Background: an optimization exercise with open tools, aiming at small area, a short achievable clock period and few clock cycles per item. Do not read the settings as production practice. In this exercise RTL edits were held to simulation tests only and were not proved equivalent to the original. Power is estimated from default activity; no workload was simulated.

===== flow/design.v =====
`timescale 1ns/1ps
package core_pkg;
  localparam int xlen      = 32;
  localparam int reg_idx_w = 5;
  localparam int nregs     = 32;
  localparam int imem_depth  = 64;
  localparam int imem_addr_w = 6;
  localparam logic [6:0] opc_op     = 7'b0110011;
  localparam logic [6:0] opc_op_imm = 7'b0010011;
  localparam int iw_w = 25;
  localparam logic [1:0] op_add = 2'd0;
  localparam logic [1:0] op_xor = 2'd1;
  localparam logic [1:0] op_or  = 2'd2;
  localparam logic [1:0] op_and = 2'd3;
endpackage
`timescale 1ns/1ps
module instr_mem (
  input  logic                             clk,
  input  logic                             rst,
  input  logic                             we,
  input  logic [core_pkg::imem_addr_w-1:0] waddr,
  input  logic [31:0]                      wdata,
  input  logic [core_pkg::imem_depth-1:0]  rsel,
  output logic [core_pkg::iw_w-1:0]        rdata,
  output logic [core_pkg::imem_depth-1:0]  wvalid
);
  logic [core_pkg::iw_w-1:0]        mem [core_pkg::imem_depth];
  logic [core_pkg::iw_w-1:0]        pword, ld_word;
  logic [core_pkg::imem_depth-1:0]  ld_en;
  logic                             is_reg, is_imm, f3_ok, writes;
  logic [1:0]                       op;
  assign is_reg = (wdata[6:0] == core_pkg::opc_op);
  assign is_imm = (wdata[6:0] == core_pkg::opc_op_imm);
  assign f3_ok  = (wdata[13:12] == 2'b00) || (wdata[14:13] == 2'b11);
  assign writes = (is_reg || is_imm) && f3_ok && (wdata[11:7] != 5'd0);
  always_comb
  begin
    case (wdata[14:12])
      3'b100:  op = core_pkg::op_xor;
      3'b110:  op = core_pkg::op_or;
      3'b111:  op = core_pkg::op_and;
      default: op = core_pkg::op_add;
    endcase
  end
  assign pword = {op, is_imm, wdata[31:20], wdata[19:15],
                  (writes && !rst) ? wdata[11:7] : 5'd0};
  always_ff @(posedge clk)
  begin
    ld_word <= pword;
    for (int i = 0; i < core_pkg::imem_depth; i++)
    begin
      ld_en[i] <= rst || (we && waddr == core_pkg::imem_addr_w'(i));
    end
  end
  always_ff @(posedge clk)
  begin
    for (int i = 0; i < core_pkg::imem_depth; i++)
    begin
      if (ld_en[i])
        mem[i] <= ld_word;
    end
  end
  always_comb
  begin
    for (int i = 0; i < core_pkg::imem_depth; i++)
    begin
      wvalid[i] = (mem[i][4:0] != 5'd0);
    end
  end
  always_comb
  begin
    rdata = '0;
    for (int i = 0; i < core_pkg::imem_depth; i++)
    begin
      rdata = rdata | (mem[i] & {core_pkg::iw_w{rsel[i]}});
    end
  end
endmodule
`timescale 1ns/1ps
module fetch_unit (
  input  logic                            clk,
  input  logic                            rst,
  input  logic                            adv,
  input  logic [core_pkg::imem_depth-1:0] wvalid,
  output logic [core_pkg::imem_depth-1:0] rsel,
  output logic                            rvalid
);
  localparam int n   = core_pkg::imem_depth;
  localparam int win = 5;
  logic [n-1:0] ptr, nxt, nv;
  logic         run_nv;
  assign nv     = ~wvalid;
  assign rsel   = ptr;
  assign rvalid = |(ptr & wvalid);
  always_comb
  begin
    for (int i = 0; i < n; i++)
    begin
      nxt[i]  = 1'b0;
      run_nv  = 1'b1;
      for (int k = 1; k <= win; k++)
      begin
        if (k == win)
          nxt[i] = nxt[i] | (ptr[(i+n-k)%n] & run_nv);
        else
          nxt[i] = nxt[i] | (ptr[(i+n-k)%n] & run_nv & wvalid[i]);
        run_nv = run_nv & nv[(i+n-k)%n];
      end
    end
  end
  always_ff @(posedge clk)
  begin
    if (rst)
      ptr <= n'(1);
    else if (adv)
      ptr <= nxt;
  end
endmodule
`timescale 1ns/1ps
module pipe_reg #(
  parameter int width = 1
) (
  input  logic             clk,
  input  logic             rst,
  input  logic             in_valid,
  input  logic [width-1:0] in_pl,
  output logic             out_valid,
  output logic [width-1:0] out_pl
);
  always_ff @(posedge clk)
  begin
    if (rst)
      out_valid <= 1'b0;
    else
      out_valid <= in_valid;
  end
  always_ff @(posedge clk)
  begin
    out_pl <= in_pl;
  end
endmodule
`timescale 1ns/1ps
module register_file (
  input  logic                           clk,
  input  logic                           rst,
  input  logic [core_pkg::nregs-1:1]     rsel_1,
  input  logic [core_pkg::nregs-1:1]     rsel_2,
  output logic [core_pkg::xlen-1:0]      rd_data_1,
  output logic [core_pkg::xlen-1:0]      rd_data_2,
  input  logic                           wr_en,
  input  logic [core_pkg::reg_idx_w-1:0] wr_idx,
  input  logic [core_pkg::xlen-1:0]      wr_data
);
  logic [core_pkg::xlen-1:0] regs [1:core_pkg::nregs-1];
  logic [core_pkg::xlen-1:0] wd;
  assign wd = rst ? '0 : wr_data;
  always_ff @(posedge clk)
  begin
    for (int i = 1; i < core_pkg::nregs; i++)
    begin
      if (rst || (wr_en && wr_idx == core_pkg::reg_idx_w'(i)))
        regs[i] <= wd;
    end
  end
  always_comb
  begin
    rd_data_1 = '0;
    rd_data_2 = '0;
    for (int i = 1; i < core_pkg::nregs; i++)
    begin
      rd_data_1 = rd_data_1 | (regs[i] & {core_pkg::xlen{rsel_1[i]}});
      rd_data_2 = rd_data_2 | (regs[i] & {core_pkg::xlen{rsel_2[i]}});
    end
  end
endmodule
`timescale 1ns/1ps
module decode_unit (
  input  logic [core_pkg::iw_w-1:0]      word,
  input  logic [core_pkg::xlen-1:0]      rf_1,
  input  logic [core_pkg::xlen-1:0]      rf_2,
  input  logic                           x1_valid,
  input  logic [core_pkg::reg_idx_w-1:0] x1_rd,
  input  logic [core_pkg::xlen/2-1:0]    x1_lo,
  input  logic                           x2_valid,
  input  logic [core_pkg::reg_idx_w-1:0] x2_rd,
  input  logic [core_pkg::xlen/2-1:0]    x2_lo,
  input  logic [core_pkg::xlen/2-1:0]    x2_hi,
  input  logic                           w_valid,
  input  logic [core_pkg::reg_idx_w-1:0] w_rd,
  input  logic [core_pkg::xlen-1:0]      w_data,
  output logic [core_pkg::reg_idx_w-1:0] rd,
  output logic [core_pkg::xlen-1:0]      opnd_a,
  output logic [core_pkg::xlen-1:0]      opnd_b,
  output logic                           sub,
  output logic [3:0]                     sel,
  output logic                           hi_a,
  output logic                           hi_b
);
  localparam int xl = core_pkg::xlen;
  localparam int hw = core_pkg::xlen / 2;
  logic [core_pkg::reg_idx_w-1:0] rs1, rs2;
  logic [11:0]   imm;
  logic          is_imm;
  logic [1:0]    op;
  logic          f1_1, f2_1, fw_1, f1_2, f2_2, fw_2;
  logic [xl-1:0] b;
  assign rd     = word[4:0];
  assign rs1    = word[9:5];
  assign imm    = word[21:10];
  assign rs2    = word[14:10];
  assign is_imm = word[22];
  assign op     = word[24:23];
  assign sub    = !is_imm && (op == core_pkg::op_add) && word[20];
  always_comb
  begin
    sel = '0;
    sel[op] = 1'b1;
  end
  assign f1_1 = x1_valid && (rs1 == x1_rd);
  assign f2_1 = x2_valid && (rs1 == x2_rd);
  assign fw_1 = w_valid && (rs1 == w_rd);
  assign f1_2 = x1_valid && (rs2 == x1_rd);
  assign f2_2 = x2_valid && (rs2 == x2_rd);
  assign fw_2 = w_valid && (rs2 == w_rd);
  assign hi_a = f1_1;
  assign hi_b = !is_imm && f1_2;
  always_comb
  begin
    if (f1_1)
      opnd_a[hw-1:0] = x1_lo;
    else if (f2_1)
      opnd_a[hw-1:0] = x2_lo;
    else if (fw_1)
      opnd_a[hw-1:0] = w_data[hw-1:0];
    else
      opnd_a[hw-1:0] = rf_1[hw-1:0];
    if (f2_1)
      opnd_a[xl-1:hw] = x2_hi;
    else if (fw_1)
      opnd_a[xl-1:hw] = w_data[xl-1:hw];
    else
      opnd_a[xl-1:hw] = rf_1[xl-1:hw];
    if (is_imm)
      b = {{(xl-12){imm[11]}}, imm};
    else
    begin
      if (f1_2)
        b[hw-1:0] = x1_lo;
      else if (f2_2)
        b[hw-1:0] = x2_lo;
      else if (fw_2)
        b[hw-1:0] = w_data[hw-1:0];
      else
        b[hw-1:0] = rf_2[hw-1:0];
      if (f2_2)
        b[xl-1:hw] = x2_hi;
      else if (fw_2)
        b[xl-1:hw] = w_data[xl-1:hw];
      else
        b[xl-1:hw] = rf_2[xl-1:hw];
    end
    opnd_b = b ^ {xl{sub}};
  end
endmodule
`timescale 1ns/1ps
module alu #(
  parameter int w = 16
) (
  input  logic [w-1:0] a,
  input  logic [w-1:0] b,
  input  logic         cin,
  input  logic [3:0]   sel,
  output logic [w-1:0] result,
  output logic         cout
);
  localparam int n = w + 1;
  logic [w-1:0] p0, g0, sum;
  logic [n-1:0] gg, pp;
  assign p0 = a ^ b;
  assign g0 = a & b;
  always_comb
  begin
    gg = {g0, cin};
    pp = {p0, 1'b0};
    for (int d = 1; d < n; d = d * 2)
    begin
      for (int i = n - 1; i >= d; i--)
      begin
        gg[i] = gg[i] | (pp[i] & gg[i-d]);
        pp[i] = pp[i] & pp[i-d];
      end
    end
  end
  assign sum  = p0 ^ gg[w-1:0];
  assign cout = gg[w];
  assign result = ({w{sel[0]}} & sum)
                | ({w{sel[1]}} & p0)
                | ({w{sel[2]}} & (a | b))
                | ({w{sel[3]}} & g0);
endmodule
`timescale 1ns/1ps
module core_top (
  input  logic                             clk,
  input  logic                             rst,
  input  logic                             run,
  input  logic                             prog_we,
  input  logic [core_pkg::imem_addr_w-1:0] prog_addr,
  input  logic [31:0]                      prog_data,
  output logic                             wb_valid,
  output logic [core_pkg::reg_idx_w-1:0]   wb_idx,
  output logic [core_pkg::xlen-1:0]        wb_data
);
  localparam int rw = core_pkg::reg_idx_w;
  localparam int nr = core_pkg::nregs;
  localparam int xl = core_pkg::xlen;
  localparam int hw = core_pkg::xlen / 2;
  localparam int iw = core_pkg::iw_w;
  localparam int dw = iw + 2 * (nr - 1);
  localparam int e1w = 2 * xl + 1 + 4 + rw + 2;
  localparam int e2w = hw + 1 + 2 * hw + 4 + rw;
  localparam int ww = rw + xl;
  logic [core_pkg::imem_depth-1:0] rsel, wvalid;
  logic [iw-1:0]   f_word, d_word;
  logic            f_valid, d_valid;
  logic [nr-1:1]   f_rsel_1, f_rsel_2, d_rsel_1, d_rsel_2;
  logic            rst_q, run_q;
  logic [rw-1:0]   d_rd;
  logic [xl-1:0]   rf_1, rf_2, d_a, d_b;
  logic            d_sub, d_hi_a, d_hi_b;
  logic [3:0]      d_sel;
  logic            x1_valid, x1_sub, x1_hi_a, x1_hi_b, x1_c;
  logic [3:0]      x1_sel;
  logic [rw-1:0]   x1_rd;
  logic [xl-1:0]   x1_a, x1_b;
  logic [hw-1:0]   x1_lo, x1_a_hi, x1_b_hi;
  logic            x2_valid, x2_c, x2_cout;
  logic [3:0]      x2_sel;
  logic [rw-1:0]   x2_rd;
  logic [hw-1:0]   x2_lo, x2_a, x2_b, x2_hi;
  logic            w_valid, o_valid;
  logic [rw-1:0]   w_rd, o_rd;
  logic [xl-1:0]   w_data, o_data;
  always_ff @(posedge clk)
  begin
    rst_q <= rst;
    run_q <= run;
  end
  instr_mem u_imem (.clk(clk), .rst(rst), .we(prog_we && !run),
                    .waddr(prog_addr), .wdata(prog_data), .rsel(rsel), .rdata(f_word),
                    .wvalid(wvalid));
  fetch_unit u_fetch (.clk(clk), .rst(rst_q), .adv(run_q), .wvalid(wvalid), .rsel(rsel),
                      .rvalid(f_valid));
  always_comb
  begin
    for (int i = 1; i < nr; i++)
    begin
      f_rsel_1[i] = (f_word[9:5] == rw'(i));
      f_rsel_2[i] = (f_word[14:10] == rw'(i));
    end
  end
  pipe_reg #(.width(dw)) u_fd (.clk(clk), .rst(rst_q), .in_valid(run_q && f_valid),
    .in_pl({f_word, f_rsel_1, f_rsel_2}), .out_valid(d_valid),
    .out_pl({d_word, d_rsel_1, d_rsel_2}));
  register_file u_rf (.clk(clk), .rst(rst_q), .rsel_1(d_rsel_1), .rsel_2(d_rsel_2),
                      .rd_data_1(rf_1), .rd_data_2(rf_2), .wr_en(w_valid),
                      .wr_idx(w_rd), .wr_data(w_data));
  decode_unit u_dec (.word(d_word), .rf_1(rf_1), .rf_2(rf_2),
                     .x1_valid(x1_valid), .x1_rd(x1_rd), .x1_lo(x1_lo),
                     .x2_valid(x2_valid), .x2_rd(x2_rd), .x2_lo(x2_lo), .x2_hi(x2_hi),
                     .w_valid(w_valid), .w_rd(w_rd), .w_data(w_data), .rd(d_rd),
                     .opnd_a(d_a), .opnd_b(d_b), .sub(d_sub), .sel(d_sel),
                     .hi_a(d_hi_a), .hi_b(d_hi_b));
  pipe_reg #(.width(e1w)) u_de (.clk(clk), .rst(rst_q), .in_valid(d_valid),
    .in_pl({d_a, d_b, d_sub, d_sel, d_rd, d_hi_a, d_hi_b}), .out_valid(x1_valid),
    .out_pl({x1_a, x1_b, x1_sub, x1_sel, x1_rd, x1_hi_a, x1_hi_b}));
  alu #(.w(hw)) u_alu_lo (.a(x1_a[hw-1:0]), .b(x1_b[hw-1:0]), .cin(x1_sub), .sel(x1_sel),
                          .result(x1_lo), .cout(x1_c));
  assign x1_a_hi = x1_hi_a ? x2_hi : x1_a[xl-1:hw];
  assign x1_b_hi = x1_hi_b ? (x2_hi ^ {hw{x1_sub}}) : x1_b[xl-1:hw];
  pipe_reg #(.width(e2w)) u_e12 (.clk(clk), .rst(rst_q), .in_valid(x1_valid),
    .in_pl({x1_lo, x1_c, x1_a_hi, x1_b_hi, x1_sel, x1_rd}), .out_valid(x2_valid),
    .out_pl({x2_lo, x2_c, x2_a, x2_b, x2_sel, x2_rd}));
  alu #(.w(hw)) u_alu_hi (.a(x2_a), .b(x2_b), .cin(x2_c), .sel(x2_sel),
                          .result(x2_hi), .cout(x2_cout));
  always_ff @(posedge clk)
  begin
    if (rst_q)
      w_valid <= 1'b0;
    else
      w_valid <= x2_valid;
    if (x2_valid)
    begin
      w_rd   <= x2_rd;
      w_data <= {x2_hi, x2_lo};
    end
  end
  pipe_reg #(.width(ww)) u_ew (.clk(clk), .rst(rst || rst_q), .in_valid(x2_valid),
    .in_pl({x2_rd, x2_hi, x2_lo}), .out_valid(o_valid), .out_pl({o_rd, o_data}));
  assign wb_valid = o_valid;
  assign wb_idx   = o_rd;
  assign wb_data  = o_data;
endmodule

===== flow/config.mk =====
export PLATFORM = sky130hd
export DESIGN_NAME = core_top
export DESIGN_NICKNAME = core_top
export VERILOG_FILES = /design/flow/design.v
export SDC_FILE = /design/flow/constraint.sdc
export NUM_CORES = 4
export LEC_CHECK = 0
export CAP_MARGIN = 20
export CORE_MARGIN = 2
export CORE_UTILIZATION = 45
export PLACE_DENSITY = 0.6
export SETUP_SLACK_MARGIN = 4.2
export SLEW_MARGIN = 20

===== flow/constraint.sdc =====
create_clock -name core_clock -period 7.0 [get_ports {clk}]
set_input_delay 1.4000 -clock core_clock [delete_from_list [all_inputs] [get_ports {clk}]]
set_output_delay 1.4000 -clock core_clock [all_outputs]
set_load 0.01 [all_outputs]

===== flow/run.sh =====
#!/bin/bash
# synth_recipe.tcl (not shown) runs the flow's synth.tcl, then flattens the netlist and writes it again
# the make line also repeats each setting of config.mk as NAME=value (left out here)
make -C /OpenROAD-flow-scripts/flow DESIGN_CONFIG=/design/flow/config.mk WORK_HOME=/design/flow/orfs CLKGATE_MAP_FILE= SYNTH_SCRIPT=/design/flow/synth_recipe.tcl finish

==> reports/metrics.cfg, run 1 <==
[outcome]
outcome=timing/DRC/antenna clean

[route]
via_per_inst=7.60
drt_iter0_drc=21700
finalWirelength_um=541000
dr.pass1.iters=14
ant_nets=0
vias=88700
post_drt_wl_per_cell_um=46.3
drc=0

[power_and_ir_drop]
ir_drop_mv=0.353
power_per_cell_area_mw_per_mm2=305
p_leak_nw=47.3

[synth]
yosysWarnings=12
synth-edff-count=2629
yosysSeqAreaShare_pct=74.1
netlist_instances=7595
synth_area_leader_cell=edfxtp_1
avgSynthCellArea_um2=15.5
synth_fp_nets=7703
ys.flop_type=edfxtp_1
synth_area_mm2=0.118
synth_cell_types=68
synthArstFlopShare_pct=0
yosysTopAreaCellShare_pct=67.0
synth_area_leaders=edfxtp_1 (67%), dfxtp_1 (7.1%), a221oi_1 (5.4%)
ys_ff_latch=3047

[critical_path]
endpoint_kind=flop
required_ns=7.76
cp-start-kind=flop
crit_start=u_fd.out_pl[12]
crit_type=reg -> reg
r2r_setup_slack_ns=3.91
worstPathMaxFanout=24
rr_endpoint=u_de.out_pl[25]
r2r-start=u_fd.out_pl[12]
reg2regPathDepth=10
worstPathArrival_ns=3.85

[timing]
min_period_ns=3.09
hold_violations=0
finalSetupViolCount=0
fmax_mhz=324
holdWs_ns=0.332
relSlewSlack_pct=15.9
tns_ns=0
slew_violations=0
finClkSkew_ns=0.0503
rsz0062_at_grt=true
period_share_pct=44.1
finalWorstSetupSlack_ns=3.91
tightestPinTransition_ns=1.26

[layout]
drive_gt1_share_pct=17.6
most-common-layout-cells=edfxtp_1 (2,629), a22o_1 (713), a221oi_1 (666), nor2_1 (332), clkbuf_16 (328)
finalNonFillerCells=11700
nFillCells=20900
area_growth_pct=16.7
layout_commonest_cell=edfxtp_1
seqCellArea_mm2=0.0879
multi_input_area_mm2=0.0295
nets=8022

[floorplan]
dieArea_mm2=0.266
initial_core_util_pct=45.3
fp.dieH_um=516
die_w_um=516
rows=187
boundaryPins=80
coreArea_mm2=0.260

[hold_path]
hold_end=u_de.out_pl[5]
holdPathStages=0
hold_class=reg -> reg
hp-start=u_fd.out_pl[65]

[run]
drv_cap=0

[place]
hpwlAfterDp_um=287000
dp_slack_ns=3.49
numPortBuffers=79
dp_cells=10900
gp_congestion=1.05

[grt]
grt_pass1_wl_um=709000
grt_pass1_vias=81500
grt_overflow=0
antenna_found_initial=31
grt_max_degree=68
track_usage_pct=39.5

[clock_network]
clockBufferDepth=4
clk_latency_ns=0.92
cts.sinks=3047
cts_hold_buf=0
cts_tree=built
htree_levels=5
cts_inserted_buffers=309
clk_pin_slew_ns=0.07
cts_root_buf=clkbuf_16

-- per-layer routing --
layer  routed length, µm  GRT usage [%]  vias to the layer above
met2              225000           57.0                     9989
met4               54200           29.4                       18
met5                 153         0.0548                        -
li1                    -              -                    32300
met3               89600           14.6                     2807
met1              173000           48.3                    43600
-- synth_stat cells (all sizes together), types with 25 or more instances --
library cell,instances
or4,25
nor2b,45
a21oi,145
a22oi,312
o21bai,42
ha,64
a221oi,729
edfxtp,2629
inv,175
dfxtp,418
buf,93
o21ai,148
a311oi,32
clkbuf,410
a21o,71
a2bb2oi,31
xnor2,40
xor2,26
nor3,156
a211oi,55
mux2i,27
a222oi,66
nand2,198
nand3,67
and2,51
a22o,713
nor2,338
o211ai,31
nand4,272
-- worst max-delay path by stage --
| stage | end | slack [ns] | cells after the start |
|---|---|---|---|
| 2_1_floorplan | u_rf.regs[17][0] | 4.06 | 3 |
| 3_3_place_gp | u_imem.ld_word[4] | 3.51 | 5 |
| 3_5_place_dp | u_imem.ld_word[2] | 3.49 | 5 |
| 4_1_cts | u_de.out_pl[27] | 4.16 | 10 |
| 5_1_grt | u_de.out_pl[21] | 3.91 | 10 |
| 6_report | u_de.out_pl[25] | 3.91 | 10 |
-- per-stage QoR --
| stage | utilization, % | power [mW] | area [µm²] |
|---|---|---|---|
| 2_1_floorplan | - | 23.1 | 118000 |
| 3_3_place_gp | 47.6 | 24.8 | 124000 |
| 3_5_place_dp | 47.6 | 24.9 | 124000 |
| 4_1_cts | 52.3 | 41.5 | 136000 |
| 5_1_grt | 52.9 | 42.5 | 137000 |
| 6_report | 52.9 | 41.9 | 138000 |
-- final cells by class --
class / instances / area share (%)
repair buffers: 510 / 3.56
clock inverters: 150 / 1.14
inverters: 175 / 0.478
multi-input cells: 3871 / 21.4
diodes: 29 / 0.0528
clock buffers: 404 / 6.27
flip-flops and latches: 3047 / 63.9
well taps: 3496 / 3.18
-- timing repair --
action,CTS,global route
gates cloned,6,5
setup endpoints to repair,558,303
buffers inserted,77,74
pin swaps,51,73
hold endpoints to repair,0,0
resized for setup,427,200
-- critical path: stages (launching register included) --
cell      delay [ns]
dfxtp_4         0.43
buf_12          0.23
a22o_1          0.23
a221oi_1        0.29
nand4_1         0.66
nor3_2          0.35
buf_4           0.14
o31a_1          0.11
nor2_1          0.06
a211o_1         0.31
o211a_1         0.13
-- flip-flops by register name, indices dropped and copies added (netlist names), 37 cells and up --
signal and count:
u_fd.out_pl 87, u_ew.out_pl 37, u_imem.ld_en 64, u_de.out_pl 76
u_rf.regs 992, u_e12.out_pl 58, u_imem.mem 1600, u_fetch.ptr 64
-- power by group --
part	internal [mW]	leakage (nW)	total [mW]	switching (mW)
registers	21.0	29.5	22.0	0.990
clock network	9.81	5.00	17.0	7.20
logic	0.838	12.8	2.90	2.07
-- cells by family (layout without fill, tap and decap cells) --
kind of cell / count (synthesis) / count (layout) / synth area share (%)
DFF: 3047 / 3047 / 74.1
adders and majority gates: 66 / 66 / 0.714
AOI/OAI and AO/OA: 2456 / 2456 / 16.9
buffers and inverters: 678 / 1239 / 2.17
muxes: 46 / 46 / 0.411
and+or+nand+nor: 1236 / 1237 / 5.24
xor gates and xnor gates: 66 / 66 / 0.491
other: 0 / 29 / 0
Testbench counts, summed over its fixed seeds: cycles 4,553, items 4,000.
==> inputs of run 2 (changes only) <==
--- a/flow/design.v
+++ b/flow/design.v
@@ -25,8 +25,7 @@
   output logic [core_pkg::imem_depth-1:0]  wvalid
 );
   logic [core_pkg::iw_w-1:0]        mem [core_pkg::imem_depth];
-  logic [core_pkg::iw_w-1:0]        pword, ld_word;
-  logic [core_pkg::imem_depth-1:0]  ld_en;
+  logic [core_pkg::iw_w-1:0]        pword;
   logic                             is_reg, is_imm, f3_ok, writes;
   logic [1:0]                       op;
   assign is_reg = (wdata[6:0] == core_pkg::opc_op);
@@ -42,29 +41,15 @@
       default: op = core_pkg::op_add;
     endcase
   end
-  assign pword = {op, is_imm, wdata[31:20], wdata[19:15],
-                  (writes && !rst) ? wdata[11:7] : 5'd0};
+  assign pword = {op, is_imm, wdata[31:20], wdata[19:15], wdata[11:7]};
   always_ff @(posedge clk)
   begin
-    ld_word <= pword;
     for (int i = 0; i < core_pkg::imem_depth; i++)
     begin
-      ld_en[i] <= rst || (we && waddr == core_pkg::imem_addr_w'(i));
-    end
-  end
-  always_ff @(posedge clk)
-  begin
-    for (int i = 0; i < core_pkg::imem_depth; i++)
-    begin
-      if (ld_en[i])
-        mem[i] <= ld_word;
-    end
-  end
-  always_comb
-  begin
-    for (int i = 0; i < core_pkg::imem_depth; i++)
-    begin
-      wvalid[i] = (mem[i][4:0] != 5'd0);
+      if (we && waddr == core_pkg::imem_addr_w'(i))
+        mem[i] <= pword;
+      if (rst || (we && waddr == core_pkg::imem_addr_w'(i)))
+        wvalid[i] <= writes && !rst;
     end
   end
   always_comb
--- a/flow/config.mk
+++ b/flow/config.mk
@@ -9,5 +9,5 @@
 export CORE_MARGIN = 2
 export CORE_UTILIZATION = 45
 export PLACE_DENSITY = 0.6
-export SETUP_SLACK_MARGIN = 4.2
+export SETUP_SLACK_MARGIN = 4.3
 export SLEW_MARGIN = 20
==> run 2 against run 1 <==
Effect of this change: synthesized cell count fell by 1.7%; sequential power down 6%; cell count shrank 0.68%; highest routed layer unchanged; critical path depth decreased by 2; routed wire length grew 1.4%; power is 4.1% lower; sequential cell count shrank 25; sequential share of layout area is 1.2 points lower; non-clock buffer count up 150; register-to-register slack better by 0.25 ns; largest power group unchanged; clock skew up 0.019 ns; clock-buffer cell count fell by 6.
==> reports/metrics.cfg, run 2 <==
[outcome]
outcome=timing/DRC/antenna clean

[timing]
fmax_mhz=353  ; +8.9%
relSlewSlack_pct=22.6  ; +6.7 points
period_share_pct=40.5  ; -3.6 points
finalSetupViolCount=0  ; unchanged
slew_violations=0  ; unchanged
rsz0062_at_grt=true
tightestPinTransition_ns=1.16  ; -0.101 ns
min_period_ns=2.84  ; -0.254 ns
finalWorstSetupSlack_ns=4.16  ; +0.254 ns
hold_violations=0  ; unchanged
finClkSkew_ns=0.0694  ; +0.0191 ns
tns_ns=0  ; unchanged

[clock_network]
cts_tree=built
cts_root_buf=clkbuf_16
cts_inserted_buffers=317  ; +2.6%
htree_levels=5  ; unchanged
clk_latency_ns=0.96  ; +0.04 ns
cts.sinks=3022  ; -0.82%
clockBufferDepth=4  ; unchanged
clk_pin_slew_ns=0.06  ; about the same

[synth]
synth_area_mm2=0.118  ; -0.22%
synth_fp_nets=7572  ; -1.7%
synthArstFlopShare_pct=0  ; unchanged
yosysWarnings=12  ; unchanged
ys_ff_latch=3022  ; -0.82%
yosysTopAreaCellShare_pct=68.8  ; +1.8 points
synth_area_leader_cell=edfxtp_1
synth_most_common_cell=edfxtp_1
synth_area_leaders=edfxtp_1 (69%), a221oi_1 (5.6%), dfxtp_1 (5.6%)
synth-edff-count=2693  ; +2.4%
synth_cell_types=85  ; +25%
synth.top_cells.by_count=edfxtp_1 (2,693), a221oi_1 (755), a22o_1 (747), clkbuf_1 (387), nor2_1 (366)
netlist_instances=7464  ; -1.7%
ys.flop_type=edfxtp_1
avgSynthCellArea_um2=15.8  ; +1.5%
yosysSeqAreaShare_pct=74.4  ; +0.28 points

[critical_path]
r2r_setup_slack_ns=4.16  ; +0.25 ns
cp-endpoint=u_de.out_pl[71]
critical-path-max-stage-delay_ns=0.68  ; +0.02 ns
worstPathMaxFanout=32  ; +33%
worstPathArrival_ns=3.62  ; -0.23 ns
reg2regPathDepth=8  ; -2
rr_endpoint=u_de.out_pl[71]
cp-start-kind=flop
cp_cell_sequence=buf_6 > a22o_1 > a221oi_1 > nand4_1 > nor3_4 > nand2_1 > o211ai_1 > o21ai_0
required_ns=7.78  ; +0.02 ns
crit_start=u_fd.out_pl[49]
slowest_stage=nor3_4
crit_type=reg -> reg
endpoint_kind=flop
r2r-start=u_fd.out_pl[49]

[floorplan]
coreArea_mm2=0.260  ; about the same
initial_core_util_pct=45.3  ; -0.058 points
boundaryPins=80  ; unchanged
rows=187  ; unchanged
die_w_um=515  ; -0.11%
dieArea_mm2=0.265  ; -0.22%
fp.dieH_um=515  ; -0.11%

[grt]
track_usage_pct=39.6  ; +0.10 points
grt_max_degree=88  ; +29%
grt_pass1_wl_um=711000  ; +0.40%
grt_pass1_vias=82100  ; +0.68%
antenna_found_initial=38  ; +23%
grt_overflow=0  ; unchanged

[place]
gp_congestion=0.958  ; -9.0%
numPortBuffers=79  ; unchanged
dp_slack_ns=2.46  ; -1.02 ns
dp_cells=10700  ; -2.2%
hpwlAfterDp_um=288000  ; +0.41%

[layout]
largest_reg_flops=1600  ; unchanged
seqCellArea_mm2=0.0879  ; +0.10%
reg_top3=u_imem.mem (1600), u_rf.regs (992), u_fd.out_pl (87)
nFillCells=20300  ; -3.0%
multi_input_area_mm2=0.0302  ; +2.4%
most-common-layout-cells=edfxtp_1 (2,693), a22o_1 (743), a221oi_1 (651), buf_4 (353), clkbuf_16 (335)
largest-register=u_imem.mem
nets=8036  ; +0.17%
finalNonFillerCells=11600  ; -0.68%
layout_commonest_cell=edfxtp_1
area_growth_pct=19.4
drive_gt1_share_pct=21.2  ; +3.7 points
utilization_pct=54.0  ; +1.1 points

[route]
ant_nets=0  ; unchanged
via_per_inst=7.71  ; +1.5%
drc=0  ; unchanged
vias=89500  ; +0.82%
finalWirelength_um=549000  ; +1.4%
drt_iter0_drc=21500  ; -0.94%
post_drt_wl_per_cell_um=47.3  ; +2.0%
dr.pass1.iters=14  ; unchanged

[power_and_ir_drop]
p_leak_nw=46.7  ; -1.2%
power_per_cell_area_mw_per_mm2=286  ; -6.0%
total_power_mw=40.1  ; -4.1%
ir_drop_mv=0.307  ; -13%

[run]
drv_cap=0  ; unchanged

[hold_path]
hold_class=reg -> reg

run 2: cell types whose count changed in the layout (fill, tap and decap cells not counted), moves of 37 or more:
cell and delta:
a21o_1 -41, a22oi_1 -68, and2_1 -44, buf_12 +66, buf_6 +37, dfxtp_2 -88
edfxtp_1 +64, inv_1 -37, nand2_1 -46, nor2_1 -44, nor2_4 +67, nor3_1 -76
or2_2 +49
run 2: kinds of logic (layout without fill, tap and decap cells):
family / after synthesis / in the layout / synth area share, %
simple gates: 1185 / 1189 / 5.09
compound gates: 2430 / 2430 / 16.8
fa+ha+maj: 66 / 66 / 0.715
mux: 34 / 34 / 0.303
buf+inv: 657 / 1366 / 2.18
other cells: 0 / 24 / 0
flops: 3022 / 3022 / 74.4
xor+xnor: 70 / 70 / 0.521
run 2: routing by layer:
metal | GRT usage [%] | vias up | part of all wire (%)
met5 | 0.146 | - | 0.068
met4 | 30.0 | 31 | 10
met3 | 17.0 | 2940 | 18
met2 | 55.9 | 10700 | 40
met1 | 47.8 | 43600 | 31
li1 | - | 32200 | -
run 2: how the worst min path moves through the flow:
stage	startpoint	end	slack, ns	cells after the start
floorplan	u_fd.out_pl[62]	u_de.out_pl[2]	0.31	0
global placement	u_fd.out_pl[64]	u_de.out_pl[4]	0.31	0
detailed placement	u_fd.out_pl[63]	u_de.out_pl[3]	0.32	0
CTS	u_fd.out_pl[63]	u_de.out_pl[3]	0.33	0
global route	u_fd.out_pl[66]	u_de.out_pl[6]	0.33	0
finish	u_fd.out_pl[63]	u_de.out_pl[3]	0.33	0
run 2: metrics by stage:
stage          hold WS [ns]  instance area (µm²)
6_report              0.327               140000
5_1_grt               0.332               140000
4_1_cts               0.329               137000
3_5_place_dp          0.315               124000
3_3_place_gp          0.310               124000
2_1_floorplan         0.310               118000
run 2: final cells by class:
class	count	area share, %
diodes	24	0.0428
clock buffers	398	6.04
clock inverters	170	1.11
inverters	138	0.369
multi-input cells	3789	21.5
flip-flops and latches	3022	62.7
well taps	3402	3.03
repair buffers	660	5.24
run 2: worst max-delay path: cells and delay by family, from the launching register on:
kind	cells	cell delay, ns
compound gates	4	0.93
flops	1	0.32
buf+inv	1	0.30
simple gates	3	1.07
run 2: report_power, final:
part           leakage [nW]  total, mW  internal, mW  switching [mW]
Combinational          13.9       2.80         0.835            1.96
Sequential             27.9       20.6          20.1           0.515
Clock                  4.89       16.7          9.54            7.19
run 2: repair_timing:
action,4_1_cts,5_1_grt
endpoints found under the setup margin,2154,565
resized for setup,689,263
buffers inserted,150,145
hold buffers,0,0
pin swaps,93,78
cloned,8,10
Testbench counts of run 2, summed over its fixed seeds: cycles 4,553, items 4,000.

## afterwards: timing with drivers on the ports
In the flow no input, the clock included, has a driving cell. The finished layouts below were timed again as built, in two steps. Step 1 assumes that a clkbuf_16 drives the clock port and a buf_2 every other input. Step 2, shift: input delay + t, output delay - t, t = (earliest + latest rising clock arrival at the registers) / 2. This alone moves slack from input paths to output paths. a / b / c = ideal / step 1 / step 2; a / b = the first two.
| run | t (ns) | slack for setup (ns) | clock arrival spread, ns | worst slew at a driven data input, ns | cell pins on the clock port's net |
|---|---|---|---|---|---|
| run 1 | 0.997 | 3.911 / 3.911 / 3.705 | 0.057 / 0.058 | 0.07 | 1 |
| run 2 | 1.014 | 4.165 / 4.093 / 3.354 | 0.075 / 0.076 | 0.06 | 1 |
After both steps every run listed still meets setup and hold. The setup slack of run 2, which loses most, moves by -0.072 ns with the drivers and by -0.811 ns with both steps.
